This is an optimization exercise on Yosys and OpenROAD, whose aim is small area, not a production implementation.
Function was checked by simulation only, so behaviour that the tests miss may differ from the original.
Power figures rest on the tool's default switching activity, not on a simulated workload.

// ram_array
module ram_array
#(
    parameter int NUM_BANKS      = 1,
    parameter int CHIPS_PER_BANK = 2
) (
    input  logic                                  clock,
    input  logic                                  reset,
    input  logic [3:0]                            data_i,
    output logic [3:0]                            data_o,
    output logic                                  data_en,
    input  logic                                  sync,
    input  logic [NUM_BANKS-1:0]                  cmd_n,
    output logic [4*NUM_BANKS*CHIPS_PER_BANK-1:0] out,
    input  logic [31:0]                           wb_data_i,
    input  logic [31:0]                           wb_addr_i,
    input  logic [3:0]                            wb_sel_i,
    input  logic                                  wb_cyc_i,
    input  logic                                  wb_strobe_i,
    input  logic                                  wb_we_i,
    output logic [31:0]                           wb_data_o,
    output logic                                  wb_ack_o
);
Size in the first run: roughly 1700 cells after synthesis, roughly 710 flip-flops, roughly 130 I/O pins, ~27000 µm² of cells after synthesis.
==> flow/config.mk <==
export PLATFORM = sky130hd
export DESIGN_NAME = ram_array
export DESIGN_NICKNAME = ram_array
export VERILOG_FILES = /design/flow/design.v
export SDC_FILE = /design/flow/constraint.sdc
export NUM_CORES = 4
export LEC_CHECK = 0
export CAP_MARGIN = 10
export CORE_MARGIN = 2
export CORE_UTILIZATION = 75
export PLACE_DENSITY = 0.85
export SLEW_MARGIN = 0
==> flow/constraint.sdc <==
create_clock -name core_clock -period 8.0 [get_ports {clock}]
set_input_delay 1.6000 -clock core_clock [delete_from_list [all_inputs] [get_ports {clock}]]
set_output_delay 1.6000 -clock core_clock [all_outputs]
set_load 0.01 [all_outputs]
standard.sh (not shown) runs the stock make flow with config.mk's settings and CLKGATE_MAP_FILE= SYNTH_SCRIPT=/design/flow/synth_recipe.tcl, a recipe that flattens the netlist after the stock synthesis.
==> flow/flow/run.sh <==
#!/bin/bash
# Layout flow: the standard flow (standard.sh) with three changes:
#  - synthesis is the standard flow's own script, except that ABC maps the logic with its
#    area mapper (flow/abc_area.script) instead of the ORFS delay script;
#  - ports are buffered with sky130_fd_sc_hd__buf_1;
#  - CTS clusters more sinks per buffer and inserts no dummy loads.
# Each step's full output goes to a log of its own in the work folder.
set -euo pipefail
W=$(pwd)
F=$W/flow

# Synthesis: synth_recipe.tcl with the abc call pointed at the area script
{
  printf 'proc abc {args} { set i [lsearch $args -script]; lset args [expr {$i + 1}] %s; yosys abc {*}$args }\n' "$F/abc_area.script"
  cat "$W/synth_recipe.tcl"
} > "$W/area_synth.tcl"
bash "$W/standard.sh" "SYNTH_SCRIPT=$W/area_synth.tcl" synth > "$W/synth.log" 2>&1

CTS="-sink_clustering_enable -repair_clock_nets -dont_use_dummy_load"
CTS="$CTS -sink_clustering_size 18 -sink_clustering_max_diameter 55"
CTS="$CTS -buf_list {sky130_fd_sc_hd__clkbuf_8}"

bash "$W/standard.sh" \
  "BUFFER_PORTS_ARGS=-buffer_cell sky130_fd_sc_hd__buf_1" \
  "CTS_ARGS=$CTS" \
  finish > "$W/layout.log" 2>&1
==> flow/flow/abc_area.script <==
strash
dc2
dch -f
amap
topo
Next try:
CORE_UTILIZATION = 70   (was 75)
PLACE_DENSITY = 0.8   (was 0.85)
SLEW_MARGIN = 10   (was 0)
After rerunning:
- combinational power fell by about 2%
- die area rose by 7.0%
- critical path depth fell by 2
- via count fell by 2.9%
- utilization fell by 6.0 points
- cell count rose by 2.9%
- synthesized cell count does not change
- setup slack improved by 0.13 ns
Next try:
CORE_UTILIZATION = 75   (was 70)
PLACE_DENSITY = 0.85   (was 0.8)
Outcome: Worst setup slack is worse by 0.11 ns; total power increases by 0.37%; first-iteration DRC count came out higher by 25%.
Next try:
--- a/flow/flow/run.sh
+++ b/flow/flow/run.sh
@@ -20 +20 @@
-CTS="$CTS -sink_clustering_size 18 -sink_clustering_max_diameter 55"
+CTS="$CTS -sink_clustering_size 16 -sink_clustering_max_diameter 50"
CORE_UTILIZATION = 70   (was 75)
PLACE_DENSITY = 0.8   (was 0.85)
The new run ran to the end with no violations.
Final area rose by 0.66%.
Via count drops by 2.3%.
Core utilization decreases by 5.7 points.
Final cell count increases by 3.5%.
Worst setup slack improves by 0.10 ns.
Power grows by 0.49%.
Global-route usage fell by 4.3 points.
Maximum frequency rose by 1.3%.
Critical path depth decreases by 2.

==> re-timing with driven ports <==
How much do the figures lean on ideal ports? The routed layouts below were timed once more, with nothing changed but the port constraints. Step 1 (the two cells are an assumption about what drives the block):
set clk [get_ports {clock}]
set_driving_cell -lib_cell sky130_fd_sc_hd__clkbuf_16 $clk
set_driving_cell -lib_cell sky130_fd_sc_hd__buf_2 [delete_from_list [all_inputs] $clk]
Step 2 times the ports against the registers' clock, not the clock port: input delays grow and output delays shrink by t, the midpoint of the rising clock arrivals with the driver on. Three values: no drivers, after step 1, after step 2; two values: the first two.
run | t (ns) | setup WS [ns] | cell pins on the clock port's net
the first run | 0.698 | 0.212 / 0.190 / 0.190 | 1
the second run | 0.716 | 0.344 / 0.323 / 0.323 | 1
the third run | 0.697 | 0.233 / 0.209 / 0.209 | 1
the fourth run | 0.714 | 0.336 / 0.314 / 0.314 | 1
After both steps every run listed still meets setup and hold. For the third run, which loses most, drivers alone change the setup slack by -0.024 ns; drivers and shift together by -0.024 ns.
